Background: an optimization exercise with open tools, aiming at small area and a short achievable clock period. Do not read the settings as production practice. Where RTL was checked, it was by simulation tests only, not by an equivalence proof against the original. The RTL of runs 6 and 7 was laid out without a check of its function. Power figures rest on the tool's default switching activity, not on a simulated workload.

$ cat flow/run.sh
#!/bin/bash
# synth_recipe.tcl (not shown) runs the flow's synth.tcl, then flattens the netlist and writes it again
# the make line also repeats each setting of config.mk as NAME=value (left out here)
make -C /OpenROAD-flow-scripts/flow DESIGN_CONFIG=/design/flow/config.mk WORK_HOME=/design/flow/orfs CLKGATE_MAP_FILE= SYNTH_SCRIPT=/design/flow/synth_recipe.tcl finish
$ cat flow/config.mk
export PLATFORM = sky130hd
export DESIGN_NAME = snf_wdat_top
export DESIGN_NICKNAME = snf_wdat_top
export VERILOG_FILES = /design/flow/design.v
export SDC_FILE = /design/flow/constraint.sdc
export NUM_CORES = 4
export LEC_CHECK = 0
export CAP_MARGIN = 20
export CORE_MARGIN = 2
export CORE_UTILIZATION = 40
export SETUP_SLACK_MARGIN = 0.3
export SLEW_MARGIN = 20
$ cat flow/constraint.sdc
create_clock -name core_clock -period 7.0 [get_ports {clk}]
set_input_delay 1.4000 -clock core_clock [delete_from_list [all_inputs] [get_ports {clk}]]
set_output_delay 1.4000 -clock core_clock [all_outputs]
set_load 0.01 [all_outputs]
$ cat flow/design.v
`timescale 1ns/100ps
`default_nettype none
package snf_wdat_pkg;
    localparam int FLIT_DATA_W = 256;
    localparam int FLIT_BE_W   = 32;
    localparam int DATAID_W    = 2;
    localparam int TXNID_W     = 12;
    localparam int BEAT_W      = 128;
    localparam int BEAT_STRB_W = 16;
    localparam int LINE_W      = 2 * FLIT_DATA_W;
    localparam int LINE_STRB_W = 2 * FLIT_BE_W;
    localparam int BANKS       = LINE_W / BEAT_W;
    localparam int BANK_IDX_W  = $clog2(BANKS);
    localparam int SIZE_W = 3;
    localparam logic [SIZE_W-1:0] SIZE_LINE = 3'd6;
    typedef enum logic [3:0] {
        DAT_COPYBACK_WRDATA    = 4'h2,
        DAT_NONCOPYBACK_WRDATA = 4'h3,
        DAT_WRITEDATACANCEL    = 4'h7
    } dat_opcode_e;
endpackage
`default_nettype wire
`timescale 1ns/100ps
`default_nettype none
import snf_wdat_pkg::*;
module snf_wdat_top
#(
    parameter int NUM_ENTRIES = 4,
    localparam int IDX_W = $clog2(NUM_ENTRIES)
) (
    input  wire logic                   clk,
    input  wire logic                   rst,
    input  wire logic                   alloc_valid,
    input  wire logic [IDX_W-1:0]       alloc_idx,
    input  wire logic [5:0]             alloc_offset,
    input  wire logic [SIZE_W-1:0]      alloc_size,
    input  wire logic [BANK_IDX_W-1:0]  alloc_axlen,
    input  wire logic                   retire_valid,
    input  wire logic [IDX_W-1:0]       retire_idx,
    input  wire logic                   wr_start_valid,
    input  wire logic [IDX_W-1:0]       wr_start_idx,
    input  wire logic                   dat_valid,
    input  wire logic [TXNID_W-1:0]     dat_txnid,
    input  wire logic [3:0]             dat_opcode,
    input  wire logic [DATAID_W-1:0]    dat_dataid,
    input  wire logic [FLIT_BE_W-1:0]   dat_be,
    input  wire logic [FLIT_DATA_W-1:0] dat_data,
    output logic                        rxdat_ok,
    output logic      [IDX_W-1:0]       rxdat_ok_idx,
    output logic      [BEAT_W-1:0]      wdata,
    output logic      [BEAT_STRB_W-1:0] wstrb,
    output logic                        wlast,
    output logic                        wvalid,
    input  wire logic                   wready
);
    localparam int NE = NUM_ENTRIES;
    localparam int NS = NE * BANKS;
    logic [NE-1:0][1:0][FLIT_DATA_W-1:0] half_data;
    logic [NE-1:0][1:0][FLIT_BE_W-1:0]   half_strb;
    logic [NE-1:0][1:0]             half_vld;
    logic [NE-1:0]         line_size;    
    logic [NE-1:0]         got_one;      
    logic [NE-1:0][BANK_IDX_W-1:0] first_q;
    logic [NE-1:0][BANK_IDX_W-1:0] last_q;
    logic                  ok_q;
    logic [IDX_W-1:0]      ok_idx_q;
    logic [IDX_W-1:0]      dat_idx;
    logic                  flit_hi;
    logic                  merge_en;
    logic                  flit_done;
    assign dat_idx   = dat_txnid[IDX_W-1:0];
    assign flit_hi   = dat_dataid[1];
    assign merge_en  = dat_valid && (dat_opcode != DAT_WRITEDATACANCEL) && !dat_dataid[0];
    assign flit_done = !line_size[dat_idx] || got_one[dat_idx];
    always_ff @(posedge clk) begin
        for (int i = 0; i < NE; i++) begin
            for (int h = 0; h < 2; h++) begin
                if (merge_en && dat_idx == IDX_W'(i) && flit_hi == h[0]) begin
                    half_data[i][h] <= dat_data;
                    half_strb[i][h] <= dat_be;
                end
            end
        end
    end
    always_ff @(posedge clk or posedge rst) begin
        if (rst) begin
            for (int i = 0; i < NE; i++) begin
                half_vld[i] <= '0;
                got_one[i]  <= 1'b0;
            end
        end else begin
            for (int i = 0; i < NE; i++) begin
                if (retire_valid && retire_idx == IDX_W'(i)) begin
                    half_vld[i] <= '0;
                end else if (merge_en && dat_idx == IDX_W'(i)) begin
                    half_vld[i][flit_hi] <= 1'b1;
                end
                if (dat_valid && dat_idx == IDX_W'(i)) begin
                    got_one[i] <= !flit_done;
                end
            end
        end
    end
    always_ff @(posedge clk) begin
        for (int i = 0; i < NE; i++) begin
            if (alloc_valid && alloc_idx == IDX_W'(i)) begin
                line_size[i] <= (alloc_size == SIZE_LINE);
                first_q[i]   <= alloc_offset[5:4] & ~alloc_axlen;
                last_q[i]    <= (alloc_offset[5:4] & ~alloc_axlen) + alloc_axlen;
            end
        end
    end
    always_ff @(posedge clk or posedge rst) begin
        if (rst) begin
            ok_q <= 1'b0;
        end else begin
            ok_q <= dat_valid && flit_done;
        end
    end
    always_ff @(posedge clk) begin
        ok_idx_q <= dat_idx;
    end
    assign rxdat_ok     = ok_q;
    assign rxdat_ok_idx = ok_idx_q;
    logic [NE-1:0]         qv_q;
    logic [NE-1:0][IDX_W-1:0] qs_q;
    logic [BANK_IDX_W-1:0] bank_q;
    logic                  wlast_q;
    logic [NS-1:0]         sel_q;
    logic                  pop;
    logic [NE-1:0]         sh_v;
    logic [NE-1:0][IDX_W-1:0] sh_s;
    logic [NE-1:0]         nx_v;
    logic [NE-1:0][IDX_W-1:0] nx_s;
    logic [IDX_W-1:0]      nh;
    logic [BANK_IDX_W-1:0] nb;
    logic                  nlast;
    logic [NS-1:0]         nsel;
    assign pop = qv_q[0] && wready && wlast_q;
    always_comb begin
        for (int k = 0; k < NE; k++) begin
            if (pop) begin
                sh_v[k] = (k + 1 < NE) ? qv_q[(k + 1) % NE] : 1'b0;
                sh_s[k] = qs_q[(k + 1) % NE];
            end else begin
                sh_v[k] = qv_q[k];
                sh_s[k] = qs_q[k];
            end
        end
        for (int k = 0; k < NE; k++) begin
            nx_v[k] = sh_v[k];
            nx_s[k] = sh_s[k];
            if (wr_start_valid && !sh_v[k] && (k == 0 || sh_v[(k + NE - 1) % NE])) begin
                nx_v[k] = 1'b1;
                nx_s[k] = wr_start_idx;
            end
        end
        nh = nx_s[0];
        if (!qv_q[0] || pop) begin
            nb    = first_q[nh];
            nlast = (first_q[nh] == last_q[nh]);
        end else if (wready) begin
            nb    = bank_q + 1'b1;
            nlast = ((bank_q + 1'b1) == last_q[nh]);
        end else begin
            nb    = bank_q;
            nlast = wlast_q;
        end
        for (int s = 0; s < NS; s++) begin
            nsel[s] = (nh == IDX_W'(s / BANKS)) && (nb == BANK_IDX_W'(s % BANKS))
                      && half_vld[s / BANKS][(s % BANKS) / 2];
        end
    end
    always_ff @(posedge clk or posedge rst) begin
        if (rst) begin
            qv_q <= '0;
        end else begin
            qv_q <= nx_v;
        end
    end
    always_ff @(posedge clk) begin
        qs_q    <= nx_s;
        bank_q  <= nb;
        wlast_q <= nlast;
        sel_q   <= nsel;
    end
    always_comb begin
        wdata = '0;
        wstrb = '0;
        for (int s = 0; s < NS; s++) begin
            wdata = wdata | ({BEAT_W{sel_q[s]}}
                    & half_data[s / BANKS][(s % BANKS) / 2][((s % BANKS) % 2) * BEAT_W +: BEAT_W]);
            wstrb = wstrb | ({BEAT_STRB_W{sel_q[s]}}
                    & half_strb[s / BANKS][(s % BANKS) / 2][((s % BANKS) % 2) * BEAT_STRB_W +: BEAT_STRB_W]);
        end
    end
    assign wvalid = qv_q[0];
    assign wlast  = wlast_q;
endmodule
`default_nettype wire
==> impl_metrics.ini, run 1 <==
[logic_synthesis]
synth_ff_type = edfxtp_1
synth_top_area_share_pct = 83.2
synth_edf_count = 2331
synth.avg_cell_area_um2 = 20.4
yosys_warnings = 1
synthMostInstantiatedCell = edfxtp_1
synth_area_mm2 = 0.0841
synthArstFlopShare_pct = 0.717
synthDistinctLibCells = 56
synth_nets = 4456
ys_top_cells_by_area = edfxtp_1 83%, a221oi_1 6.0%, a22o_1 6.0%
yosys-top-cells-count = 2,331 x edfxtp_1, 577 x a221oi_1, 576 x a22o_1, 213 x clkbuf_1, 145 x nand4_1
synth_cells = 4126
synth-seq-cells = 2370
yosysTopAreaCell = edfxtp_1
synth_seq_area_share_pct = 84.2

[clock_tree]
cts.sinks = 2370
path_clk_slew_ns = 0.06
clock_path_buffers = 3
htree_levels = 4
cts_hold_buffers = 0
cts_root_buf = clkbuf_16
cts_resized = 0
cts_tree = done
post_cts_buffers = 0
cts_buffers = 231
worstSkewPairLatency_ns = 0.90

[floorplanning]
die_y_um = 463
die_area_mm2 = 0.214
die-width_um = 463
core_mm2 = 0.209
fp-row-count = 168
io_pins = 479
initial_core_util_pct = 40.2

[global_route]
gr-usage-all-layers_pct = 21.6
grt_first_pass_wirelength_um = 339000
antenna_found_initial = 48
grt_max_degree = 119
overflow = 0
grt_pass1_vias = 46100

[place]
dpl.hpwl_um = 120000
io_buffer_count = 464
place.gp.congestion = 0.788

[cells_and_area]
nNetsFinal = 4988
fillers = 17400
regArea_mm2 = 0.0709
syn_to_final_growth_pct = 19.1
multi_input_area_mm2 = 0.0123
final_layout_size_suffix_gt1_share_pct = 9.57
post-route-util_pct = 47.9

[routing]
drt_iter0_drc = 4877
totalWireLength_um = 237000
viasPerCell = 6.05
via_count = 46500
first_pass_iters = 5
detail-route-antenna-nets = 0
wl_per_cell_um = 30.8
drc_errors = 0

[timing]
finalHoldViolCount = 0
setup_viol = 0
worst_slew_pin_slew_ns = 1.20
slew_headroom_pct = 19.7
worst_clock_skew_ns = 0.0359
drv_slew = 0
holdWs_ns = 0.496
fmax_mhz = 189
fin_crit_ns = 5.28
grt_setup_unrepaired = false
period_share_pct = 75.5

[critical_path]
critPathMaxFanout = 53
cp_top_family = buffers and inverters
crit_path_top_delay_cell = dfxtp_4
cp_cell_sequence = buf_4, a22o_1, a221oi_1, nand4_1, clkdlybuf4s50_1
worst-path-stages = 5
critPathKind = flop to output port
reg2reg_slack_ns = 3.99
cpPeakStageDelay_ns = 1.07
crit_buf_inv = 2
reg2regPathDepth = 7
endpoint_kind = output port
crit_arrival_ns = 3.88
crit_required_ns = 5.60
worst_setup_path_start_kind = flop

[power_and_ir_drop]
p_per_area_mw_per_mm2 = 321
ir_worst_vdd_mv = 0.265
leakagePower_uw = 0.0312

[hold_path]
whs_path_depth = 2
hold_path_class = flop to flop

[flow_run]
cap_viol_max_count = 0

[outcome]
status = complete, no violations
-- worst register-to-register path: stages, from the launching register on --
cell and delay (ns):
edfxtp_1 0.55, nand3b_1 0.23, a21oi_1 0.83, o21ai_2 0.16, inv_2 0.13, mux2_4 0.31
a2111oi_0 0.43, nor4_1 0.12
-- per-stage QoR --
| stage | instances | power [µW] | worst slack (ns) | cell area, µm² | TNS [ns] |
|---|---|---|---|---|---|
| 2_1_floorplan | 4126 | 18000 | -2.37 | 84200 | -1368.42 |
| 6_report | 7677 | 32200 | 1.72 | 100000 | 0 |
| 3_5_place_dp | 7230 | 20300 | 2.43 | 92700 | 0 |
| 3_3_place_gp | 7229 | 20300 | 2.18 | 92700 | 0 |
| 5_1_grt | 7674 | 33100 | 1.58 | 100000 | 0 |
| 4_1_cts | 7663 | 32400 | 1.63 | 100000 | 0 |
-- registers in the layout, summed over array words and instances (netlist names), 4 cells and up --
| signal | cells |
|---|---|
| first_q | 8 |
| got_one | 4 |
| half_data | 2048 |
| half_strb | 256 |
| half_vld | 8 |
| last_q | 8 |
| line_size | 4 |
| qs_q | 8 |
| qv_q | 4 |
| sel_q | 16 |
-- final cells by class --
cell class / instances / area share (%)
well taps: 2805 / 3.50
inverters: 10 / 0.0375
diodes: 14 / 0.0350
repair buffers: 565 / 5.96
flip-flops and latches: 2370 / 70.8
clock inverters: 146 / 1.41
multi-input cells: 1480 / 12.3
clock buffers: 287 / 6.03
-- cells in the final DEF (no fill, tap or decap), drive strengths merged, types with 4 or more instances in the layout --
cell	netlist	routed
edfxtp	2331	2331
a221oi	577	577
a22o	576	576
clkdlybuf4s50	0	464
clkbuf	213	287
nand4	145	145
clkinv	0	122
buf	53	101
nand2	30	30
nor2	23	23
dfxtp	22	22
bufinv	0	18
dfrtp	17	17
inv	10	15
diode	0	14
mux2	11	11
o211ai	10	10
nand2b	9	9
o21ai	9	9
a21oi	8	8
nor3b	6	6
and3b	5	5
mux2i	5	5
nand3b	5	5
a2111oi	5	5
nor3	5	5
nand3	4	4
a31oi	4	4
nor2b	4	4
o22a	4	4
and3	4	4
-- path summary, 6_finish.rpt --
kind	end	from
setup / recovery	wdata[12]	sel_q[5]$_DFF_P_
hold / removal	half_vld[1]$_DFF_PP0_	half_vld[1]$_DFF_PP0_
setup reg to reg	wlast_q$_DFFE_PP_	wlast_q$_DFFE_PP_
hold reg to reg	half_vld[1]$_DFF_PP0_	half_vld[1]$_DFF_PP0_
max in group asynchronous	half_vld[5]$_DFF_PP0_	rst
min in group asynchronous	qv_q[0]$_DFF_PP0_	rst
-- cells by family after synthesis --
family	Yosys count	synth area share [%]
simple gates	250	1.74
buf+inv	276	1.26
compound gates	1211	12.5
xor+xnor	3	0.0312
flops	2370	84.2
mux	16	0.216
-- per-layer routing --
layer | vias to the layer above | GRT usage [%] | part of all wire [%]
li1 | 19200 | - | -
met1 | 25000 | 30.8 | 43
met2 | 1875 | 34.2 | 47
met3 | 345 | 4.42 | 7.3
met4 | 52 | 5.51 | 2.0
met5 | - | 0 | 0.14
-- where the power goes --
group	internal, µW	leakage (µW)	total [µW]	switching, µW
Combinational	1660	0.00611	3820	2160
Clock	6810	0.00363	12200	5350
Sequential	15900	0.0215	16200	248
Total	24400	0.0312	32200	7750
==> run 2: changes to the inputs <==
--- a/flow/design.v
+++ b/flow/design.v
@@ -128,3 +128,4 @@
     logic                  wlast_q;
-    logic [NS-1:0]         sel_q;
+    logic [BEAT_W-1:0]     wdata_q;
+    logic [BEAT_STRB_W-1:0] wstrb_q;
     logic                  pop;
@@ -138,2 +139,4 @@
     logic [NS-1:0]         nsel;
+    logic [BEAT_W-1:0]     nbeat;
+    logic [BEAT_STRB_W-1:0] nstrb;
     assign pop = qv_q[0] && wready && wlast_q;
@@ -184,11 +187,12 @@
         wlast_q <= nlast;
-        sel_q   <= nsel;
+        wdata_q <= nbeat;
+        wstrb_q <= nstrb;
     end
     always_comb begin
-        wdata = '0;
-        wstrb = '0;
+        nbeat = '0;
+        nstrb = '0;
         for (int s = 0; s < NS; s++) begin
-            wdata = wdata | ({BEAT_W{sel_q[s]}}
+            nbeat = nbeat | ({BEAT_W{nsel[s]}}
                     & half_data[s / BANKS][(s % BANKS) / 2][((s % BANKS) % 2) * BEAT_W +: BEAT_W]);
-            wstrb = wstrb | ({BEAT_STRB_W{sel_q[s]}}
+            nstrb = nstrb | ({BEAT_STRB_W{nsel[s]}}
                     & half_strb[s / BANKS][(s % BANKS) / 2][((s % BANKS) % 2) * BEAT_STRB_W +: BEAT_STRB_W]);
@@ -196,2 +200,4 @@
     end
+    assign wdata  = wdata_q;
+    assign wstrb  = wstrb_q;
     assign wvalid = qv_q[0];
--- a/flow/config.mk
+++ b/flow/config.mk
@@ -10,3 +10,3 @@
 export CORE_UTILIZATION = 40
-export SETUP_SLACK_MARGIN = 0.3
+export SETUP_SLACK_MARGIN = 4.0
 export SLEW_MARGIN = 20
==> run 2 against run 1 <==
- the layout now fails its checks (antenna rules)
- critical path depth increased by 10
- clock skew is 0.033 ns higher
- sequential share of layout area shrank 10 points
- critical path type is now primary input to flop
- largest cell class unchanged
==> impl_metrics.ini, run 2 <==
[logic_synthesis]
yosys-top-cells-count = 2,331 x edfxtp_1, 488 x nand2_1, 457 x clkbuf_1, 315 x nand3_1, 272 x a21oi_1
synth_top_area_share_pct = 74.8
synth_edf_count = 2331
synthDistinctLibCells = 56
synth-seq-cells = 2498
synth_ff_type = edfxtp_1
yosysTopAreaCell = edfxtp_1
synth_area_mm2 = 0.0936
ys_top_cells_by_area = edfxtp_1 75%, dfxtp_1 3.2%, nand2_1 2.0%
yosys_warnings = 1
synth_cells = 5809
synthArstFlopShare_pct = 0.681
synth_nets = 6139
synth_seq_area_share_pct = 78.4
synth.avg_cell_area_um2 = 16.1
synthMostInstantiatedCell = edfxtp_1

[timing]
drv_slew = 0
fin_crit_ns = 3.46
fin_tns_setup_ns = 0
worst_clock_skew_ns = 0.0686
worst_slew_pin_slew_ns = 1.03
grt_setup_unrepaired = true
finalHoldViolCount = 0
setup_slack_ns = 3.54
fmax_mhz = 289
slew_headroom_pct = 31.1
setup_viol = 0
period_share_pct = 49.4

[power_and_ir_drop]
seqPwrFrac_pct = 33.1
leakagePower_uw = 0.0392
combPwrFrac_pct = 40.3
p_per_area_mw_per_mm2 = 431
intPower_uw = 33200
ir_worst_vdd_mv = 0.372
switchingPower_uw = 19200
p_sw_share_pct = 36.7
clkPwrFrac_pct = 26.6

[floorplanning]
io_pins = 479
initial_core_util_pct = 40.3
die-width_um = 488
die_y_um = 488
die_area_mm2 = 0.238
core_mm2 = 0.233
fp-row-count = 177

[cells_and_area]
largest_reg_flops = 2048
final_layout_size_suffix_gt1_share_pct = 20.3
top_register = half_data
instances_no_fill = 9937
reg.largest.list = half_data x2048, half_strb x256, wdata_q x128
final_area_mm2 = 0.122
post-route-util_pct = 52.3
nNetsFinal = 6977
syn_to_final_growth_pct = 29.9
layout_commonest_cell = edfxtp_1
layout_common_cells = 2,331 x edfxtp_1, 485 x nand2_1, 314 x nand3_1

[global_route]
grt_pass1_vias = 61300
grt_first_pass_wirelength_um = 498000
antenna_found_initial = 87
grt_max_degree = 102
overflow = 0
gr-usage-all-layers_pct = 29.8

[outcome]
status = complete, but fails checks
violations = antenna rules

[clock_tree]
htree_levels = 5
cts_buffers = 277
worstSkewPairLatency_ns = 0.94
cts.sinks = 2498
path_clk_slew_ns = 0.06
cts_tree = done
clock_path_buffers = 4
cts_root_buf = clkbuf_16

[routing]
met2_length_um = 171000
via_count = 65500
wl_per_cell_um = 37.4
detail-route-antenna-nets = 1
top_layer = met5
drt_iter0_drc = 11100
viasPerCell = 6.59
first_pass_iters = 11
drc_errors = 0
wl_met3_um = 49000
wl_met1_um = 132000
totalWireLength_um = 371000

[critical_path]
reg2reg_slack_ns = 3.58
crit_buf_inv = 8
critPathKind = primary input to flop
cp_cell_sequence = buf_12, and4b_2, or2_4, buf_6, o211a_4, o41ai_4, buf_6, buf_6, buf_12, buf_16, nor2_4, buf_12, buf_16, a21oi_4, nand4_1
cpPeakStageDelay_ns = 0.39
worst_setup_path_start_kind = primary input
critPathMaxFanout = 10
crit_path_top_delay_cell = o41ai_4
crit_arrival_ns = 4.18
cp_top_family = buffers and inverters
crit_required_ns = 7.72
endpoint_kind = flop

[place]
io_buffer_count = 464
place_inst = 8979
placed_cell_area_mm2 = 0.103
dpl.hpwl_um = 148000
place.gp.congestion = 0.777
dp_slack_ns = 1.02

[hold_path]
hold_path_class = flop to flop

[flow_run]
cap_viol_max_count = 0
## run 2: cells by family after synthesis
family | Yosys count | share of synthesized area, %
buffers and inverters | 531 | 2.17
AO/OA/AOI/OAI | 1605 | 13.2
AND/OR/NAND/NOR | 1152 | 5.95
flip-flops | 2498 | 78.4
XOR/XNOR | 5 | 0.0468
multiplexers | 18 | 0.235
## run 2: metal layers
metal	up-vias	GRT usage [%]
met4	84	14.2
met1	33300	38.6
met3	1021	8.51
met2	5274	46.2
met5	-	0
li1	25800	-
## run 2: final cells by class
class                   instances  area [µm²]
flip-flops and latches       2498       73500
inverters                      12        77.6
repair inverters                3        26.3
multi-input cells            2789       20100
clock inverters                98         767
fillers                     18400      111000
clock buffers                 383        7730
diodes                         45         113
well taps                    3043        3810
repair buffers               1066       15500
## run 2: path summary, 6_finish.rpt
check,startpoint,end,depth (start not counted)
max,wready,wstrb_q[15]$_DFF_P_,15
min,half_data[1800]$_DFFE_PP_,wdata_q[8]$_DFF_P_,2
max reg2reg,wlast_q$_DFFE_PP_,wstrb_q[15]$_DFF_P_,15
min reg2reg,half_data[1800]$_DFFE_PP_,wdata_q[8]$_DFF_P_,2
max in group asynchronous,rst,half_vld[1]$_DFF_PP0_,2
min in group asynchronous,rst,half_vld[7]$_DFF_PP0_,2
## run 2: power groups by stage
stage	combinational, µW	sequential [µW]	clock, µW
global placement	10400	17600	0
CTS	19600	17300	14000
global route	21100	17400	14600
finish	21100	17400	13900
detailed placement	10500	17600	0
floorplan	5460	17600	0
## run 2: worst min-delay path: cells and delay by family (launching register included)
family	cells	cell delay [ns]
DFF	1	0.33
and+or+nand+nor	1	0.09
AOI/OAI and AO/OA	1	0.08
## run 2: what timing repair did
action / CTS / global route
pin swaps: 211 / 146
buffers inserted: 216 / 30
hold buffers: 0 / 0
endpoints found under the setup margin: 2357 / 863
gates resized for setup: 959 / 178
gates cloned: 163 / 23
## run 2: metrics by stage
stage	hold slack [ns]	total power [µW]
floorplan	0.460	23100
global placement	0.480	28100
detailed placement	0.492	28100
CTS	0.464	50900
global route	0.517	53100
finish	0.464	52400
==> run 3: changes to the inputs <==
--- a/flow/design.v
+++ b/flow/design.v
@@ -124,20 +124,41 @@
     assign rxdat_ok_idx = ok_idx_q;
-    logic [NE-1:0]         qv_q;
+    logic [NE-1:0]            qv_q;
     logic [NE-1:0][IDX_W-1:0] qs_q;
-    logic [BANK_IDX_W-1:0] bank_q;
-    logic                  wlast_q;
-    logic [BEAT_W-1:0]     wdata_q;
-    logic [BEAT_STRB_W-1:0] wstrb_q;
-    logic                  pop;
-    logic [NE-1:0]         sh_v;
+    logic [BANK_IDX_W-1:0]    bank_q;
+    logic                     wlast_q;
+    logic [NS-1:0]            cur_q;     
+    logic [NS-1:0]            nxt_q;     
+    logic [BEAT_W-1:0]        wdata_q;
+    logic [BEAT_STRB_W-1:0]   wstrb_q;
+    logic                     take;
+    logic                     hold;
+    logic                     pop;
+    logic                     new_head;
+    logic [NE-1:0]            sh_v;
     logic [NE-1:0][IDX_W-1:0] sh_s;
-    logic [NE-1:0]         nx_v;
+    logic [NE-1:0]            nx_v;
     logic [NE-1:0][IDX_W-1:0] nx_s;
-    logic [IDX_W-1:0]      nh;
-    logic [BANK_IDX_W-1:0] nb;
-    logic                  nlast;
-    logic [NS-1:0]         nsel;
-    logic [BEAT_W-1:0]     nbeat;
-    logic [BEAT_STRB_W-1:0] nstrb;
-    assign pop = qv_q[0] && wready && wlast_q;
+    logic [IDX_W-1:0]         nh;
+    logic [BANK_IDX_W-1:0]    nb;
+    logic [BANK_IDX_W-1:0]    nb_inc;
+    logic                     nlast;
+    logic [NS-1:0]            bank_ok;   
+    logic [NS-1:0]            first_sel;
+    logic [NS-1:0]            start_sel;
+    logic [NS-1:0]            nsel;
+    logic [NS-1:0]            nxt_next;
+    logic [BEAT_W-1:0]        nbeat;
+    logic [BEAT_STRB_W-1:0]   nstrb;
+    assign take     = qv_q[0] && wready;
+    assign hold     = qv_q[0] && !wready;
+    assign pop      = take && wlast_q;
+    assign new_head = wr_start_valid && (!qv_q[0] || (pop && !qv_q[1]));
+    always_comb begin
+        for (int s = 0; s < NS; s++) begin
+            bank_ok[s]   = half_vld[s / BANKS][(s % BANKS) / 2];
+            first_sel[s] = (first_q[s / BANKS] == BANK_IDX_W'(s % BANKS)) && bank_ok[s];
+            start_sel[s] = (wr_start_idx == IDX_W'(s / BANKS)) && first_sel[s];
+        end
+    end
+    assign nsel = ({NS{hold}} & cur_q) | ({NS{take}} & nxt_q) | ({NS{new_head}} & start_sel);
     always_comb begin
@@ -171,5 +192,10 @@
         end
+        nb_inc = nb + 1'b1;
         for (int s = 0; s < NS; s++) begin
-            nsel[s] = (nh == IDX_W'(s / BANKS)) && (nb == BANK_IDX_W'(s % BANKS))
-                      && half_vld[s / BANKS][(s % BANKS) / 2];
+            if (nlast) begin
+                nxt_next[s] = nx_v[1] && (nx_s[1] == IDX_W'(s / BANKS)) && first_sel[s];
+            end else begin
+                nxt_next[s] = (nh == IDX_W'(s / BANKS)) && (nb_inc == BANK_IDX_W'(s % BANKS))
+                              && bank_ok[s];
+            end
         end
@@ -187,2 +213,4 @@
         wlast_q <= nlast;
+        cur_q   <= nsel;
+        nxt_q   <= nxt_next;
         wdata_q <= nbeat;
--- a/flow/config.mk
+++ b/flow/config.mk
@@ -10,3 +10,3 @@
 export CORE_UTILIZATION = 40
-export SETUP_SLACK_MARGIN = 4.0
+export SETUP_SLACK_MARGIN = 3.8
 export SLEW_MARGIN = 20
==> run 3 against run 2 <==
- now clean on timing, DRC and antenna
- worst hold slack got worse by 0.030 ns
- synthesized cell count is 24% lower
- cell count decreased by 17%
- routed wire length shrank 31%
- register-to-register slack better by 0.24 ns
- highest routed layer unchanged
- synthesized area shrank 6.2%
- die area down 6.2%
- maximum frequency increased by 8.7%
==> impl_metrics.ini, run 3 <==
[logic_synthesis]
synth_top_area_share_pct = 79.6
synthDistinctLibCells = 57
synth.avg_cell_area_um2 = 19.8
synth_seq_area_share_pct = 84.3
synthMostInstantiatedCell = edfxtp_1
synth-seq-cells = 2530
ys_top_cells_by_area = edfxtp_1 80%, dfxtp_1 4.2%, a221oi_1 3.8%
synth_edf_count = 2328
synth_cells = 4430
synthArstFlopShare_pct = 0.672
yosys-top-cells-count = 2,328 x edfxtp_1, 379 x a221oi_1, 368 x a22o_1, 221 x a22oi_1, 185 x dfxtp_1
synth_ff_type = edfxtp_1
yosys_warnings = 1
synth_nets = 4760
yosysTopAreaCell = edfxtp_1
synth_area_mm2 = 0.0878

[critical_path]
critPathMaxFanout = 95
cp_cell_sequence = clkdlybuf4s50_1, nor3b_4, nand2_2, nor2_4, buf_12, buf_16
cpPeakStageDelay_ns = 0.63
reg2regPathDepth = 10
r2r-start = qv_q[0]$_DFF_PP0_
endpoint_kind = flop
crit_required_ns = 7.50
critPathKind = primary input to flop
worst_setup_path_start_kind = primary input
reg2reg_slack_ns = 3.82
crit_path_top_delay_cell = clkdlybuf4s50_1
crit_arrival_ns = 3.68
r2r-end = wdata_q[30]$_DFF_P_

[cells_and_area]
layout_common_cells = 2,328 x edfxtp_1, 379 x a221oi_1, 368 x a22o_1
regArea_mm2 = 0.0741
largest_reg_flops = 2048
nNetsFinal = 5508
syn_to_final_growth_pct = 22.3
multi_input_area_mm2 = 0.0132
top_register = half_data
final_layout_size_suffix_gt1_share_pct = 13.5
layout_commonest_cell = edfxtp_1
reg.largest.list = half_data x2048, half_strb x256, wdata_q x128
fillers = 17500

[floorplanning]
initial_core_util_pct = 40.3
core_mm2 = 0.218
die-width_um = 472
die_area_mm2 = 0.223
io_pins = 479
fp-row-count = 171
die_y_um = 472

[routing]
wl_per_cell_um = 31.1
first_pass_iters = 6
drc_errors = 0
viasPerCell = 5.94
via_count = 49000
totalWireLength_um = 257000
detail-route-antenna-nets = 0
drt_iter0_drc = 5606

[power_and_ir_drop]
p_per_area_mw_per_mm2 = 317
leakagePower_uw = 0.0347
ir_worst_vdd_mv = 0.241
power_uw = 34100

[global_route]
grt_max_degree = 108
grt_pass1_vias = 48600
grt_first_pass_wirelength_um = 360000
overflow = 0
gr-usage-all-layers_pct = 22.4
antenna_found_initial = 73

[clock_tree]
clock_path_buffers = 4
worstSkewPairLatency_ns = 0.95
htree_levels = 5
cts_tree = done
path_clk_slew_ns = 0.06
cts_buffers = 278
cts.sinks = 2530
cts_root_buf = clkbuf_16
cts_hold_buffers = 0

[timing]
grt_setup_unrepaired = true
slew_headroom_pct = 28.1
worst_clock_skew_ns = 0.0611
setup_viol = 0
worst_slew_pin_slew_ns = 1.08
drv_slew = 0
finalHoldViolCount = 0
fin_tns_setup_ns = 0
period_share_pct = 45.5
fmax_mhz = 314
holdWs_ns = 0.434
fin_crit_ns = 3.18

[outcome]
status = complete, no violations

[hold_path]
min_to = wdata_q[80]$_DFF_P_
hold_path_class = flop to flop
whs_path_depth = 2
min_from = half_data[592]$_DFFE_PP_

[place]
dpl.hpwl_um = 128000
io_buffer_count = 464
place.gp.congestion = 0.775

[flow_run]
cap_viol_max_count = 0
==> run 3: cell count changes after synthesis, sizes merged, moves of 121 or more <==
cell | previous run | this run
a211o | 144 | 0
a211oi | 121 | 0
a21oi | 272 | 4
a221oi | 143 | 379
a22o | 119 | 368
clkbuf | 457 | 184
nand2 | 488 | 133
nand3 | 315 | 21
o21ai | 149 | 12
o32ai | 145 | 2
==> run 3: metal layers <==
layer	part of all wire, %	GRT usage (%)
met1	40	30.4
met2	46	34.8
met3	10	6.53
met4	2.8	7.38
met5	0.27	0
==> run 3: critical path: cells and delay by family <==
kind	cells	cell delay (ns)
AND/OR/NAND/NOR	3	0.79
buffers and inverters	3	1.05
==> run 3: worst max-delay path by stage <==
| stage | from | to | slack (ns) | cells past startpoint |
|---|---|---|---|---|
| 2_1_floorplan | dat_opcode[1] | half_data[0]$_DFFE_PP_ | -2.37 | 4 |
| 3_3_place_gp | wready | wdata_q[78]$_DFF_P_ | 1.09 | 11 |
| 3_5_place_dp | wready | wdata_q[125]$_DFF_P_ | 1.36 | 10 |
| 4_1_cts | wdata_q[79]$_DFF_P_ | wdata[79] | 3.80 | 1 |
| 5_1_grt | wready | nxt_q[5]$_DFF_P_ | 3.78 | 12 |
| 6_report | dat_valid | half_data[1517]$_DFFE_PP_ | 3.82 | 6 |
==> run 3: cells by family (layout without fill, tap and decap cells) <==
kind of cell           Yosys count  after routing  synth area share [%]
flip-flops                    2530           2530                  84.3
AO/OA/AOI/OAI                 1101           1106                  10.7
AND/OR/NAND/NOR                466            466                  2.90
buffers and inverters          268           1215                  1.20
multiplexers                    60             60                 0.770
XOR/XNOR                         5              5                0.0499
other                            0             15                     0
==> run 3: power by group <==
| part | switching [µW] | internal (µW) | leakage [µW] |
|---|---|---|---|
| Combinational | 1790 | 1260 | 0.00778 |
| Sequential | 175 | 17000 | 0.0227 |
| Clock | 5680 | 8150 | 0.00420 |
==> run 3: per-stage QoR <==
| step | util (%) | instance area (µm²) | setup slack (ns) | cells |
|---|---|---|---|---|
| 2_1_floorplan | - | 87900 | -2.37 | 4430 |
| 3_3_place_gp | 44.7 | 97200 | 1.09 | 7642 |
| 3_5_place_dp | 44.7 | 97300 | 1.36 | 7644 |
| 4_1_cts | 49.2 | 107000 | 3.80 | 8217 |
| 5_1_grt | 49.3 | 107000 | 3.78 | 8246 |
| 6_report | 49.3 | 107000 | 3.82 | 8251 |
==> run 3: what timing repair did <==
item,CTS,global route
cloned,12,2
resized for setup,209,19
setup endpoints to repair,2360,219
setup buffers,77,17
pin swaps,19,4
==> run 3: cell type report <==
class,count,area share [%]
Antenna cell,15,0.0350
Sequential cell,2530,69.0
Clock inverter,105,0.767
Inverter,14,0.0536
Clock buffer,379,7.23
Tap cell,2854,3.33
Multi-Input combinational cell,1637,12.3
Timing Repair Buffer,717,7.30
==> run 4: changes to the inputs <==
--- a/flow/design.v
+++ b/flow/design.v
@@ -74,9 +74,19 @@
     assign flit_done = !line_size[dat_idx] || got_one[dat_idx];
-    always_ff @(posedge clk) begin
+    logic [NE-1:0][1:0] half_load;    
+    logic [NE-1:0][1:0] half_hit;     
+    always_comb begin
         for (int i = 0; i < NE; i++) begin
             for (int h = 0; h < 2; h++) begin
-                if (merge_en && dat_idx == IDX_W'(i) && flit_hi == h[0]) begin
-                    half_data[i][h] <= dat_data;
-                    half_strb[i][h] <= dat_be;
-                end
+                half_hit[i][h]  = dat_valid && dat_idx == IDX_W'(i) && flit_hi == h[0];
+                half_load[i][h] = half_hit[i][h] && merge_en;
+            end
+        end
+    end
+    always_ff @(posedge clk) begin
+        for (int i = 0; i < NE; i++) begin
+            for (int h = 0; h < 2; h++) begin
+                half_data[i][h] <= ({FLIT_DATA_W{half_load[i][h]}} & dat_data)
+                                 | ({FLIT_DATA_W{!half_hit[i][h]}} & half_data[i][h]);
+                half_strb[i][h] <= ({FLIT_BE_W{half_load[i][h]}} & dat_be)
+                                 | ({FLIT_BE_W{!half_hit[i][h]}} & half_strb[i][h]);
             end
==> run 4 against run 3 <==
- still clean on timing, DRC and antenna
- critical path depth is 4 higher
- non-clock buffer count is 34 lower
- via count is 45% higher
- critical path type unchanged
==> impl_metrics.ini, run 4 <==
[outcome]
status = complete, no violations

[routing]
viasPerCell = 6.70
first_pass_iters = 5
totalWireLength_um = 335000
detail-route-antenna-nets = 0
drt_iter0_drc = 8041
drc_errors = 0
via_count = 71100
wl_per_cell_um = 31.6

[logic_synthesis]
synth_edf_count = 24
synth_area_mm2 = 0.0882
synth_cells = 7600
synthMostInstantiatedCell = a22o_1
yosysTopAreaCell = dfxtp_1
yosys_warnings = 1
synth_seq_area_share_pct = 57.8
ys_top_cells_by_area = dfxtp_1 57%, a22o_1 26%, a22oi_1 4.9%
synth_ff_type = dfxtp_1
yosys-top-cells-count = 2,597 x a22o_1, 2,489 x dfxtp_1, 725 x clkbuf_1, 576 x a22oi_1, 327 x buf_1
synth_nets = 7930
synthArstFlopShare_pct = 0.672
synth_top_area_share_pct = 56.5
synth.avg_cell_area_um2 = 11.6
synthDistinctLibCells = 51
synth-seq-cells = 2530

[timing]
finalHoldViolCount = 0
fmax_mhz = 304
worst_clock_skew_ns = 0.0592
worst_slew_pin_slew_ns = 1.19
fin_tns_setup_ns = 0
drv_slew = 0
holdWs_ns = 0.470
period_share_pct = 46.9
slew_headroom_pct = 21.0
fin_crit_ns = 3.29
grt_setup_unrepaired = true
setup_viol = 0

[critical_path]
endpoint_kind = flop
critPathKind = primary input to flop
crit_path_top_delay_cell = a32o_2
cp_cell_sequence = buf_8, buf_12, nand3b_1, a21oi_4, nand3_1, nor2_4, a32o_2, a22o_1, a221oi_1, nand4_1
crit_buf_inv = 2
crit_required_ns = 7.84
cpPeakStageDelay_ns = 0.85
cp_top_family = compound AO/OA/AOI/OAI gates
worst_setup_path_start_kind = primary input
critPathMaxFanout = 10
crit_arrival_ns = 4.12

[hold_path]
hold_path_class = flop to flop

[global_route]
antenna_found_initial = 83
met3_usage_pct = 6.91
grt_max_degree = 155
grt_pass1_vias = 69600
grt-busiest-layer = met2
gr-usage-all-layers_pct = 28.5
met2_usage_pct = 44.0
grt_first_pass_wirelength_um = 485000
overflow = 0
gr-usage-met1_pct = 38.2

[flow_run]
cap_viol_max_count = 0

[cells_and_area]
reg.largest.list = half_data x2048, half_strb x256, wdata_q x128
layout_common_cells = 2,592 x a22o_1, 2,465 x dfxtp_1, 576 x a22oi_1
syn_to_final_growth_pct = 19.7
top_register = half_data
final_layout_size_suffix_gt1_share_pct = 10.2
nNetsFinal = 7857
largest_reg_flops = 2048
layout_commonest_cell = a22o_1
final_area_mm2 = 0.106

[floorplanning]
fp-row-count = 172
initial_core_util_pct = 40.2
die_area_mm2 = 0.224
core_mm2 = 0.219
die-width_um = 473
die_y_um = 473
io_pins = 479

[clock_tree]
path_clk_slew_ns = 0.06
cts.sinks = 2530
cts_tree = done
cts_hold_buffers = 0
clock_path_buffers = 4
worstSkewPairLatency_ns = 0.94
cts_root_buf = clkbuf_16
cts_buffers = 283
htree_levels = 5

[power_and_ir_drop]
power_uw = 37700
p_per_area_mw_per_mm2 = 357
leakagePower_uw = 0.0417
ir_worst_vdd_mv = 0.252

[place]
io_buffer_count = 464
place.gp.congestion = 0.792
placed_cell_area_mm2 = 0.0946
dpl.hpwl_um = 161000
## run 4: cell count changes after synthesis, moves of 108 or more
cell,before,now
buf_1,47,327
edfxtp_1,2328,24
and3_1,39,147
a22o_1,368,2597
dfxtp_1,185,2489
a22oi_1,221,576
clkbuf_1,184,725
## run 4: kinds of logic after synthesis
group,synth area share (%)
muxes,0.769
DFF,57.8
buffers and inverters,4.56
xor gates and xnor gates,0.0298
and+or+nand+nor,2.93
AOI/OAI and AO/OA,33.9
## run 4: worst paths after layout
kind	startpoint	to	slack [ns]	cells past startpoint
max reg2reg	first_q[2]$_DFFE_PP_	wstrb_q[11]$_DFF_P_	3.83	5
min reg2reg	half_data[1244]$_DFF_P_	wdata_q[92]$_DFF_P_	0.47	2
min in group asynchronous	rst	got_one[3]$_DFFE_PP0P_	0.95	2
max	wready	wstrb_q[1]$_DFF_P_	3.71	10
min	half_data[1244]$_DFF_P_	wdata_q[92]$_DFF_P_	0.47	2
max in group asynchronous	rst	qv_q[0]$_DFF_PP0_	5.45	2
## run 4: metal layers
layer / up-vias / share of wire [%]
met3: 751 / 10
met2: 4184 / 45
met4: 90 / 3.5
met5: - / 0.17
li1: 29900 / -
met1: 36200 / 41
## run 4: worst reg2reg max path, stage by stage, from the launching register on
cell and delay (ns):
edfxtp_1 0.63, nor2_1 0.93, a22o_2 0.94, a221oi_1 0.24, and3_1 0.22, nand4_1 0.11
## run 4: power by group
group	leakage [µW]	total (µW)	switching (µW)	internal [µW]
Sequential	0.0210	18000	1240	16700
Clock	0.00453	15000	6000	8970
Combinational	0.0162	4770	2320	2450
Total	0.0417	37700	9570	28100
## run 4: metrics by stage
| stage | setup slack [ns] | cells | util, % |
|---|---|---|---|
| finish | 3.71 | 10600 | 48.1 |
| global route | 3.72 | 10600 | 48.1 |
| CTS | 3.72 | 10600 | 47.9 |
| detailed placement | 1.34 | 10000 | 43.1 |
| global placement | 1.40 | 10000 | 43.1 |
| floorplan | 3.12 | 7600 | - |
## run 4: final cells by class
type / count / area (µm²)
fillers: 19200 / 114000
clock buffers: 397 / 8100
repair buffers: 683 / 7770
clock inverters: 84 / 1120
well taps: 2871 / 3590
inverters: 7 / 26.3
multi-input cells: 4022 / 33800
diodes: 24 / 60.1
flip-flops and latches: 2530 / 51000
## run 4: repair_timing
action / in CTS / in global routing
gates cloned: 23 / 6
setup endpoints to repair: 2387 / 366
buffers inserted: 70 / 8
resized for setup: 232 / 38
pin swaps: 22 / 11
==> run 5: changes to the inputs <==
==> flow/flow/run.sh (new file) <==
#!/bin/bash
# Standard layout, with plain buffers on the ports in place of the
# default delay-cell buffers.
set -euo pipefail
bash standard.sh "BUFFER_PORTS_ARGS=-buffer_cell sky130_fd_sc_hd__buf_2" finish > standard.log 2>&1
==> flow/standard.sh (new file) <==
#!/bin/bash
# synth_recipe.tcl (not shown) runs the flow's synth.tcl, then flattens the netlist and writes it again
# the make line also repeats each setting of config.mk as NAME=value (left out here)
make -C /OpenROAD-flow-scripts/flow DESIGN_CONFIG=/design/flow/config.mk WORK_HOME=/design/flow/orfs CLKGATE_MAP_FILE= SYNTH_SCRIPT=/design/flow/synth_recipe.tcl "${@:-finish}"
--- a/flow/config.mk
+++ b/flow/config.mk
@@ -10,2 +10,4 @@
 export CORE_UTILIZATION = 40
+export CTS_CLUSTER_DIAMETER = 60
+export CTS_CLUSTER_SIZE = 30
 export SETUP_SLACK_MARGIN = 3.8
removed: flow/run.sh
==> run 5 against run 4 <==
- still clean on timing, DRC and antenna
- setup slack worse by 0.047 ns
- non-clock buffer count decreased by 47
- design area shrank 5.9%
- highest routed layer unchanged
==> impl_metrics.ini, run 5 <==
[global_route]
grt_max_degree = 141
grt_pass1_vias = 68300
gr-usage-all-layers_pct = 27.8
grt_first_pass_wirelength_um = 475000
overflow = 0
antenna_found_initial = 128

[clock_tree]
cts_buffers = 162
cts_root_buf = clkbuf_16
path_clk_slew_ns = 0.10
clock_path_buffers = 3
cts_hold_buffers = 0
worstSkewPairLatency_ns = 0.87
cts_tree = done
cts.sinks = 2530
htree_levels = 4

[floorplanning]
die_y_um = 473
initial_core_util_pct = 40.2
core_mm2 = 0.219
die-width_um = 473
fp-row-count = 172
die_area_mm2 = 0.224
io_pins = 479

[cells_and_area]
top_register = half_data
final_area_mm2 = 0.0993
reg.largest.list = half_data x2048, half_strb x256, wdata_q x128
nNetsFinal = 7685
final_layout_size_suffix_gt1_share_pct = 14.0
syn_to_final_growth_pct = 12.6
fillers = 19800
layout_commonest_cell = a22o_1
layout_common_cells = 2,592 x a22o_1, 2,488 x dfxtp_1, 576 x a22oi_1
largest_reg_flops = 2048

[logic_synthesis]
synth_nets = 7930
ys_top_cells_by_area = dfxtp_1 57%, a22o_1 26%, a22oi_1 4.9%
synthMostInstantiatedCell = a22o_1
synth.avg_cell_area_um2 = 11.6
synth_cells = 7600
yosys-top-cells-count = 2,597 x a22o_1, 2,489 x dfxtp_1, 725 x clkbuf_1, 576 x a22oi_1, 327 x buf_1
synth-seq-cells = 2530
synth_area_mm2 = 0.0882
synth_edf_count = 24
synth_ff_type = dfxtp_1
synth_seq_area_share_pct = 57.8
synthArstFlopShare_pct = 0.672
synthDistinctLibCells = 51
synth_top_area_share_pct = 56.5
yosysTopAreaCell = dfxtp_1
yosys_warnings = 1

[power_and_ir_drop]
p_per_area_mw_per_mm2 = 337
p_sw_share_pct = 28.2
ir_worst_vdd_mv = 0.250
intPower_uw = 24100
switchingPower_uw = 9450
combPwrFrac_pct = 13.5
seqPwrFrac_pct = 53.5
leakagePower_uw = 0.0393
clkPwrFrac_pct = 32.9

[critical_path]
worst_setup_path_start_kind = primary input
reg2regPathDepth = 8
worst-path-stages = 5
crit_arrival_ns = 4.06
endpoint_kind = flop
critPathKind = primary input to flop
cpPeakStageDelay_ns = 0.62
cp_cell_sequence = buf_2, nor2_1, nand3_4, buf_12, a22o_1
crit_required_ns = 7.73
crit_buf_inv = 2
cp_top_family = simple AND/OR/NAND/NOR gates
critPathMaxFanout = 129
crit_path_top_delay_cell = nand3_4

[routing]
wl_per_cell_um = 31.5
via_count = 70300
totalWireLength_um = 328000
drt_iter0_drc = 7292
detail-route-antenna-nets = 0
drc_errors = 0
first_pass_iters = 6
viasPerCell = 6.76

[hold_path]
hold_path_class = flop to flop
whs_path_depth = 2

[place]
dp_slack_ns = 1.59
io_buffer_count = 464
place.gp.congestion = 0.781
dpl.hpwl_um = 157000
placed_cell_area_mm2 = 0.0920

[timing]
fin_crit_ns = 3.33
worst_clock_skew_ns = 0.0499
slew_headroom_pct = 17.6
setup_slack_ns = 3.67
setup_viol = 0
fin_tns_setup_ns = 0
finalHoldViolCount = 0
worst_slew_pin_slew_ns = 1.24
period_share_pct = 47.6
drv_slew = 0
grt_setup_unrepaired = true
fmax_mhz = 300
holdWs_ns = 0.472

[flow_run]
cap_viol_max_count = 0

[outcome]
status = complete, no violations
==> run 5: cell types whose count changed in the layout (fill, tap and decap cells not counted), sizes merged, moves of 3 or more <==
cell / previous run / this run
a22o: 2605 / 2602
buf: 207 / 627
bufbuf: 9 / 5
bufinv: 25 / 9
clkbuf: 403 / 177
clkdlybuf4s15: 7 / 0
clkdlybuf4s50: 318 / 0
clkinv: 44 / 50
clkinvlp: 6 / 3
diode: 24 / 42
dlygate4sd2: 133 / 0
dlymetal6s2s: 3 / 0
inv: 16 / 75
==> run 5: worst register-to-register path, cell delays in order (launching register included) <==
cell and delay (ns):
dfrtp_1 0.43, nand3b_1 0.24, a21oi_4 0.27, nor2b_2 0.23, and2_4 0.33, a32o_2 1.00, a22oi_1 0.27, and3_1 0.25
nand4_1 0.09
==> run 5: logic make-up (layout without fill, tap and decap cells) <==
family                    count (synthesis)  in the layout  share of synthesized area [%]
and+or+nand+nor                         443            446                           2.93
other                                     0             42                              0
muxes                                    61             61                          0.769
buffers and inverters                  1064            946                           4.56
AOI/OAI and AO/OA                      3499           3508                           33.9
DFF                                    2530           2530                           57.8
xor gates and xnor gates                  3              3                         0.0298
==> run 5: final cells by class <==
| cell class | instances | area, µm² | area share [%] |
|---|---|---|---|
| antenna | 42 | 105 | 0.106 |
| inverter | 7 | 26.3 | 0.0265 |
| clock inverter | 130 | 1790 | 1.81 |
| sequential | 2530 | 51000 | 51.3 |
| clock buffer | 173 | 4220 | 4.25 |
| tap | 2871 | 3590 | 3.62 |
| multi-input combinational | 4018 | 33700 | 34.0 |
| timing repair buffer | 636 | 4870 | 4.91 |
==> run 5: routing by layer <==
layer / up-vias / part of all wire (%) / global-route usage (%)
li1: 29600 / - / -
met1: 35900 / 41 / 36.9
met2: 3945 / 45 / 42.9
met3: 782 / 9.8 / 6.83
met4: 112 / 4.0 / 11.7
met5: - / 0.21 / 0
==> run 5: path summary, 6_finish.rpt <==
check	endpoint	startpoint	slack [ns]
worst min-delay path	wdata_q[73]$_DFF_P_	half_data[1353]$_DFF_P_	0.47
min in group asynchronous	got_one[1]$_DFFE_PP0P_	rst	0.66
worst min register to register	wdata_q[73]$_DFF_P_	half_data[1353]$_DFF_P_	0.47
max in group asynchronous	qv_q[0]$_DFF_PP0_	rst	5.80
worst max register to register	wdata_q[39]$_DFF_P_	qv_q[1]$_DFF_PP0_	3.83
worst max-delay path	half_data[261]$_DFF_P_	dat_txnid[1]	3.67
==> run 5: what timing repair did <==
item,4_1_cts,5_1_grt
setup buffers,46,11
pin swaps,19,7
resized for setup,30,19
setup endpoints to repair,617,1197
cloned,17,4
==> run 5: power groups by stage <==
stage               clock network, µW  logic, µW  registers, µW
floorplan                           0       2940          17900
global placement                    0       4090          18100
detailed placement                  0       4190          18200
CTS                             11200       4440          17900
global route                    11700       4830          18200
finish                          11000       4540          17900
==> run 5: through the flow <==
step	total power, µW	cells	utilization (%)
CTS	33500	10400	45.1
global placement	22200	9984	41.9
detailed placement	22400	9984	41.9
finish	33500	10400	45.3
global route	34700	10400	45.3
floorplan	20900	7600	-
==> run 6: changes to the inputs <==
--- a/flow/design.v
+++ b/flow/design.v
@@ -140,2 +140,4 @@
     logic [NS-1:0]            nxt_q;     
+    logic                     empty_q;   
+    logic                     only_q;    
     logic [BEAT_W-1:0]        wdata_q;
@@ -143,3 +145,2 @@
     logic                     take;
-    logic                     hold;
     logic                     pop;
@@ -162,5 +163,4 @@
     assign take     = qv_q[0] && wready;
-    assign hold     = qv_q[0] && !wready;
     assign pop      = take && wlast_q;
-    assign new_head = wr_start_valid && (!qv_q[0] || (pop && !qv_q[1]));
+    assign new_head = wr_start_valid && (empty_q || (wready && only_q));
     always_comb begin
@@ -172,3 +172,3 @@
     end
-    assign nsel = ({NS{hold}} & cur_q) | ({NS{take}} & nxt_q) | ({NS{new_head}} & start_sel);
+    assign nsel = (wready ? nxt_q : cur_q) | ({NS{new_head}} & start_sel);
     always_comb begin
@@ -207,4 +207,4 @@
             end else begin
-                nxt_next[s] = (nh == IDX_W'(s / BANKS)) && (nb_inc == BANK_IDX_W'(s % BANKS))
-                              && bank_ok[s];
+                nxt_next[s] = nx_v[0] && (nh == IDX_W'(s / BANKS))
+                              && (nb_inc == BANK_IDX_W'(s % BANKS)) && bank_ok[s];
             end
@@ -214,5 +214,13 @@
         if (rst) begin
-            qv_q <= '0;
-        end else begin
-            qv_q <= nx_v;
+            qv_q    <= '0;
+            empty_q <= 1'b1;
+            only_q  <= 1'b0;
+            cur_q   <= '0;
+            nxt_q   <= '0;
+        end else begin
+            qv_q    <= nx_v;
+            empty_q <= !nx_v[0];
+            only_q  <= nx_v[0] && nlast && !nx_v[1];
+            cur_q   <= nsel;
+            nxt_q   <= nxt_next;
         end
@@ -223,4 +231,2 @@
         wlast_q <= nlast;
-        cur_q   <= nsel;
-        nxt_q   <= nxt_next;
         wdata_q <= nbeat;
==> flow/flow/run.sh (replaced) <==
#!/bin/bash
# Standard layout, with plain buffers on the ports in place of the
# default delay-cell buffers, and resizing not held to the same footprint.
set -euo pipefail
bash standard.sh "BUFFER_PORTS_ARGS=-buffer_cell sky130_fd_sc_hd__buf_2" MATCH_CELL_FOOTPRINT=0 finish > standard.log 2>&1
--- a/flow/config.mk
+++ b/flow/config.mk
@@ -12,3 +12,3 @@
 export CTS_CLUSTER_SIZE = 30
-export SETUP_SLACK_MARGIN = 3.8
+export SETUP_SLACK_MARGIN = 3.9
 export SLEW_MARGIN = 20
==> run 6 against run 5 <==
- setup slack worse by 0.013 ns
- clock skew is 0.0093 ns higher
- flip-flop and latch count is 2 higher
- combinational power is 3% lower
- cell count is 1.2% lower
- critical path type unchanged
- worst hold slack worse by 0.0039 ns
- register-to-register slack better by 0.28 ns
- via count is 0.11% higher
- largest cell class unchanged
- design area hardly changed
- die area is 0.12% lower
- total power is 0.39% lower
==> impl_metrics.ini, run 6 <==
[outcome]
status = complete, no violations

[critical_path]
crit_required_ns = 7.77
reg2reg_slack_ns = 4.11
crit_buf_inv = 2
critPathKind = primary input to flop
crit_path_top_delay_cell = or4b_4
crit_arrival_ns = 4.12
r2r-end = nxt_q[4]$_DFF_PP0_
reg2regPathDepth = 11
worst-path-stages = 5
cpPeakStageDelay_ns = 0.64
worstSetupStartpoint = dat_valid
cp_cell_sequence = buf_2, or4b_4, nor3_4, buf_16, a22o_1
worst_setup_path_start_kind = primary input
endpoint_kind = flop
crit_path_end = half_data[196]$_DFF_P_
cp_top_family = simple AND/OR/NAND/NOR gates
critPathMaxFanout = 105
r2r-start = qv_q[0]$_DFF_PP0_

[routing]
first_pass_iters = 8
drt_iter0_drc = 7705
top_layer = met5
wl_per_cell_um = 32.7
totalWireLength_um = 336000
met2_length_um = 148000
wl_met3_um = 33800
detail-route-antenna-nets = 0
drc_errors = 0
wl_met1_um = 141000
viasPerCell = 6.85
via_count = 70400

[place]
io_buffer_count = 464
dp_slack_ns = 1.85
dpl.hpwl_um = 162000
place.gp.congestion = 0.811

[cells_and_area]
top_register = half_data
reg.largest.list = half_data x2048, half_strb x256, wdata_q x128
layout_common_cells = 2,880 x a22o_1, 2,456 x dfxtp_1, 576 x a221oi_1
fillers = 19700
final_layout_size_suffix_gt1_share_pct = 14.2
layout_commonest_cell = a22o_1
post-route-util_pct = 45.3
nNetsFinal = 7560
syn_to_final_growth_pct = 12.8
largest_reg_flops = 2048

[power_and_ir_drop]
power_uw = 33400
leakagePower_uw = 0.0402
switchingPower_uw = 9490
intPower_uw = 23900
p_per_area_mw_per_mm2 = 336
ir_worst_vdd_mv = 0.252
combPwrFrac_pct = 13.3
clkPwrFrac_pct = 33.0
p_sw_share_pct = 28.4
seqPwrFrac_pct = 53.7

[timing]
slew_headroom_pct = 16.5
worst_clock_skew_ns = 0.0592
holdWs_ns = 0.468
finalHoldViolCount = 0
setup_viol = 0
setup_slack_ns = 3.65
fin_tns_setup_ns = 0
period_share_pct = 47.8
fmax_mhz = 299
worst_slew_pin_slew_ns = 1.25
fin_crit_ns = 3.35
drv_slew = 0
grt_setup_unrepaired = true

[global_route]
antenna_found_initial = 125
gr-usage-all-layers_pct = 28.4
overflow = 0
grt_pass1_vias = 68600
grt_max_degree = 148
grt_first_pass_wirelength_um = 485000

[logic_synthesis]
synth_area_mm2 = 0.0881
synthMostInstantiatedCell = a22o_1
yosysTopAreaCell = dfxtp_1
synth-seq-cells = 2532
synth_nets = 7773
synth_cells = 7443
synthDistinctLibCells = 49
synth_top_area_share_pct = 55.9
synthArstFlopShare_pct = 2.01
yosys-top-cells-count = 2,880 x a22o_1, 2,457 x dfxtp_1, 711 x clkbuf_1, 576 x a221oi_1, 329 x buf_1
ys_top_cells_by_area = dfxtp_1 56%, a22o_1 29%, a221oi_1 5.7%
synth.avg_cell_area_um2 = 11.8
synth_seq_area_share_pct = 58.1
synth_edf_count = 24
synth_ff_type = dfxtp_1
yosys_warnings = 1

[clock_tree]
cts_buffers = 158
cts_root_buf = clkbuf_16
clock_path_buffers = 3
path_clk_slew_ns = 0.10
htree_levels = 4
cts.sinks = 2532
cts_hold_buffers = 0
worstSkewPairLatency_ns = 0.89
cts_tree = done

[floorplanning]
die_area_mm2 = 0.224
die_y_um = 473
fp-row-count = 172
die-width_um = 473
initial_core_util_pct = 40.2
core_mm2 = 0.219
io_pins = 479

[hold_path]
hold_path_class = flop to flop

[flow_run]
cap_viol_max_count = 0
## run 6: cell types whose count changed in the layout (fill, tap and decap cells not counted), moves of 8 or more
cell,before,now
buf_4,77,107
buf_6,8,20
and3_1,147,3
a22oi_1,576,0
dfrtp_1,16,49
dfxtp_1,2488,2456
inv_16,4,12
o21ai_4,5,14
a22o_1,2592,2880
mux2i_1,22,35
mux2_2,32,14
a221oi_1,287,576
buf_12,72,59
nor3_1,4,12
## run 6: how the worst min path moves through the flow
stage                                   to  depth (start not counted)  slack [ns]              startpoint
finish                 wdata_q[75]$_DFF_P_                          2        0.47  half_data[587]$_DFF_P_
global route         half_strb[87]$_DFF_P_                          1        0.49   half_strb[87]$_DFF_P_
CTS                    wdata_q[75]$_DFF_P_                          2        0.47  half_data[587]$_DFF_P_
detailed placement  half_data[180]$_DFF_P_                          1        0.45  half_data[180]$_DFF_P_
global placement      half_strb[6]$_DFF_P_                          1        0.46    half_strb[6]$_DFF_P_
floorplan             half_data[0]$_DFF_P_                          1        0.44    half_data[0]$_DFF_P_
## run 6: layer usage
metal	track usage, %	vias up
li1	-	29300
met1	38.9	36100
met2	43.1	4136
met3	6.60	797
met4	11.2	104
met5	0	-
## run 6: worst register-to-register path, cell delays in order (launching register included)
cell     delay [ns]
dfrtp_2        0.52
nand3_4        0.14
mux2_4         0.33
mux2i_2        0.16
buf_6          0.19
mux2i_1        0.10
mux2i_2        0.27
nor4b_4        0.28
mux2i_2        0.10
buf_4          0.17
nand3_4        0.16
mux2_2         0.37
## run 6: power by group through the flow
stage | sequential [µW] | combinational [µW] | clock (µW)
4_1_cts | 17900 | 4270 | 11100
3_3_place_gp | 18100 | 4050 | 0
5_1_grt | 18200 | 4700 | 11700
2_1_floorplan | 17900 | 2820 | 0
6_report | 17900 | 4420 | 11000
3_5_place_dp | 18200 | 4140 | 0
## run 6: what timing repair did
action / 4_1_cts / 5_1_grt
resized for setup: 31 / 53
setup buffers: 39 / 26
setup endpoints to repair: 1469 / 1107
cloned: 2 / 7
pin swaps: 11 / 14
## run 6: cells by family after synthesis
group,after synthesis,share of synthesized area [%]
compound gates,3497,34.7
xor+xnor,5,0.0497
buf+inv,1054,4.51
flops,2532,58.1
mux,61,0.745
simple gates,294,1.91
## run 6: cell type report
cell class,count,area (µm²),share of cell area [%]
Sequential cell,2532,51200,51.5
Multi-Input combinational cell,3860,33400,33.6
Timing Repair Buffer,668,5020,5.05
Clock buffer,176,4230,4.26
Tap cell,2871,3590,3.62
Clock inverter,122,1740,1.75
Antenna cell,47,118,0.118
Inverter,10,41.3,0.0416
## run 6: per-stage QoR
| stage | area, µm² | instances |
|---|---|---|
| detailed placement | 92100 | 9866 |
| finish | 99300 | 10300 |
| CTS | 98600 | 10200 |
| global route | 99300 | 10300 |
| global placement | 92100 | 9865 |
| floorplan | 88500 | 7443 |
==> run 7: changes to the inputs <==
--- a/flow/config.mk
+++ b/flow/config.mk
@@ -7,3 +7,3 @@
 export LEC_CHECK = 0
-export CAP_MARGIN = 20
+export CAP_MARGIN = 50
 export CORE_MARGIN = 2
@@ -13,2 +13,2 @@
 export SETUP_SLACK_MARGIN = 3.9
-export SLEW_MARGIN = 20
+export SLEW_MARGIN = 60
==> run 7 against run 6 <==
- sequential power barely moved
- still clean
- die area did not move
- clock skew fell by 0.013 ns
- synthesized area did not move
- critical endpoint is now half_data[1724]$_DFF_P_
- register-to-register slack got worse by 0.08 ns
==> impl_metrics.ini, run 7 <==
[timing]
worst_slew_pin_slew_ns = 0.729
period_share_pct = 45.1
drv_slew = 0
slew_headroom_pct = 51.4
grt_setup_unrepaired = true
fmax_mhz = 317
worst_clock_skew_ns = 0.0463
setup_viol = 0
fin_tns_setup_ns = 0
finalHoldViolCount = 0
fin_crit_ns = 3.16

[routing]
drc_errors = 0
detail-route-antenna-nets = 0
totalWireLength_um = 333000
first_pass_iters = 7
viasPerCell = 6.84
via_count = 70600
wl_per_cell_um = 32.2
drt_iter0_drc = 7517

[global_route]
gr-usage-all-layers_pct = 28.4
grt_pass1_vias = 69000
grt_first_pass_wirelength_um = 486000
overflow = 0
antenna_found_initial = 128
grt_max_degree = 86

[critical_path]
cpPeakStageDelay_ns = 0.46
crit_arrival_ns = 3.91
endpoint_kind = flop
critPathKind = primary input to flop
path_common_cell = buf_16
reg2regPathDepth = 11
crit_required_ns = 7.75
crit_path_top_delay_cell = nand3_4
critPathMaxFanout = 62
cp_cell_sequence = buf_2, nor2b_4, nand3_4, buf_12, buf_16, buf_16, a22o_1
worst_setup_path_start_kind = primary input

[cells_and_area]
syn_to_final_growth_pct = 14.5
fillers = 19500
final_area_mm2 = 0.101
final_layout_size_suffix_gt1_share_pct = 14.8
nNetsFinal = 7608
largest_reg_flops = 2048
reg.largest.list = half_data x2048, half_strb x256, wdata_q x128
layout_commonest_cell = a22o_1
top_register = half_data
layout_common_cells = 2,880 x a22o_1, 2,456 x dfxtp_1, 576 x a221oi_1

[logic_synthesis]
synth_nets = 7773
synth_compound_area_share_pct = 34.7
synth-adder-area-share_pct = 0
synth.avg_cell_area_um2 = 11.8
synth_top_family_by_area = compound AO/OA/AOI/OAI gates
yosysTopAreaCell = dfxtp_1
yosys-top-cells-count = 2,880 x a22o_1, 2,457 x dfxtp_1, 711 x clkbuf_1, 576 x a221oi_1, 329 x buf_1
synth_seq_area_share_pct = 58.1
synth_ff_type = dfxtp_1
synthArstFlopShare_pct = 2.01
synth.area.mux_share_pct = 0.745
synth-seq-cells = 2532
synthMostInstantiatedCell = a22o_1
synthDistinctLibCells = 49
yosys_warnings = 1
synth-simple-area-share_pct = 1.91
synth_xor_area_share_pct = 0.0497
synth_cells = 7443
synth_area_mm2 = 0.0881
synth_edf_count = 24
ys_top_cells_by_area = dfxtp_1 56%, a22o_1 29%, a221oi_1 5.7%
synth_top_area_share_pct = 55.9

[clock_tree]
cts_hold_buffers = 0
path_clk_slew_ns = 0.08
worstSkewPairLatency_ns = 0.87
htree_levels = 4
cts.sinks = 2532
clock_path_buffers = 3
cts_buffers = 156
cts_tree = done
cts_root_buf = clkbuf_16

[hold_path]
whs_path_depth = 1
hold_path_class = flop to flop

[place]
io_buffer_count = 464
placed_cell_area_mm2 = 0.0942
place.gp.congestion = 0.811
dpl.hpwl_um = 180000

[floorplanning]
fp-row-count = 172
io_pins = 479
die_area_mm2 = 0.224
die_y_um = 473
core_mm2 = 0.219
initial_core_util_pct = 40.2
die-width_um = 473

[power_and_ir_drop]
leakagePower_uw = 0.0408
ir_worst_vdd_mv = 0.263
p_per_area_mw_per_mm2 = 330

[outcome]
status = complete, no violations

[flow_run]
cap_viol_max_count = 0
-- run 7: critical path, delay by kind of cell --
family	cells	cell delay [ns]
compound gates	1	0.25
buf+inv	4	1.20
simple gates	2	0.90
-- run 7: through the flow --
| step | util (%) | instances | setup WS (ns) | total power, µW | hold WS [ns] |
|---|---|---|---|---|---|
| 2_1_floorplan | - | 7443 | 3.31 | 20700 | 0.442 |
| 3_3_place_gp | 42.0 | 9865 | 1.85 | 22200 | 0.455 |
| 3_5_place_dp | 42.9 | 9955 | 2.16 | 22400 | 0.454 |
| 4_1_cts | 45.7 | 10300 | 3.82 | 33200 | 0.480 |
| 5_1_grt | 46.0 | 10300 | 3.83 | 34400 | 0.480 |
| 6_report | 46.0 | 10300 | 3.84 | 33200 | 0.477 |
-- run 7: area by class of cell --
cell class	count	area [µm²]	share of cell area [%]
Sequential cell	2532	51200	50.8
Multi-Input combinational cell	3858	33500	33.2
Timing Repair Buffer	720	6630	6.57
Clock buffer	166	4050	4.01
Tap cell	2871	3590	3.56
Clock inverter	125	1760	1.75
Antenna cell	42	105	0.104
Inverter	10	41.3	0.0409
-- run 7: path summary, 6_finish.rpt --
kind,startpoint,end,slack (ns)
max,dat_valid,half_data[1724]$_DFF_P_,3.84
min,half_data[105]$_DFF_P_,half_data[105]$_DFF_P_,0.48
max reg2reg,qv_q[0]$_DFF_PP0_,nxt_q[1]$_DFF_PP0_,4.03
min reg2reg,half_data[105]$_DFF_P_,half_data[105]$_DFF_P_,0.48
max in group asynchronous,rst,nxt_q[4]$_DFF_PP0_,6.06
min in group asynchronous,rst,ok_q$_DFF_PP0_,0.50
-- run 7: logic make-up after synthesis --
| group | count (synthesis) |
|---|---|
| AOI/OAI and AO/OA | 3497 |
| xor gates and xnor gates | 5 |
| buffers and inverters | 1054 |
| DFF | 2532 |
| muxes | 61 |
| and+or+nand+nor | 294 |
-- run 7: what timing repair did --
item	CTS	global route
endpoints found under the hold margin	0	0
gates cloned	3	4
setup buffers	16	7
resized for setup	18	33
pin swaps	7	6
endpoints found under the setup margin	348	264
-- run 7: metal layers --
metal	GRT usage [%]	up-vias	share of wire, %
li1	-	29400	-
met1	39.0	36100	42
met2	43.3	4192	44
met3	6.36	825	10
met4	10.8	102	3.7
met5	0	-	0.18
-- run 7: power by group --
| part | internal (µW) | total [µW] | leakage, µW | switching (µW) |
|---|---|---|---|---|
| sequential | 16700 | 17900 | 0.0212 | 1260 |
| clock | 4880 | 10800 | 0.00279 | 5950 |
| combinational | 2240 | 4480 | 0.0168 | 2240 |
| total | 23800 | 33200 | 0.0408 | 9450 |

==> static timing again, ports no longer ideal <==
No port has a modelled driver above. Below, the same layouts with a new extraction and two added sets of constraints.
Step 1: set_driving_cell puts a clkbuf_16 on clk and a buf_2 on each other input, an assumption about the parent block.
Step 2 times the ports against the registers' clock, not the clock port: input delays grow and output delays shrink by t, the midpoint of the rising clock arrivals with the driver on.
a / b / c = ideal / step 1 / step 2; a / b = the first two.
run	t (ns)	setup WS [ns]	cell pins on the clock port's net
run 1	0.952	1.718 / 1.633 / 2.395	1
run 2	0.997	3.539 / 3.574 / 2.576	1
run 3	1.002	3.817 / 3.779 / 2.827	1
run 4	1.011	3.714 / 3.757 / 2.747	1
run 5	0.941	3.668 / 3.689 / 2.748	1
run 6	0.942	3.655 / 3.716 / 2.774	1
run 7	0.940	3.844 / 3.877 / 2.937	1
The setup slack of run 3, which loses most, moves by -0.038 ns with the drivers and by -0.990 ns with both steps.
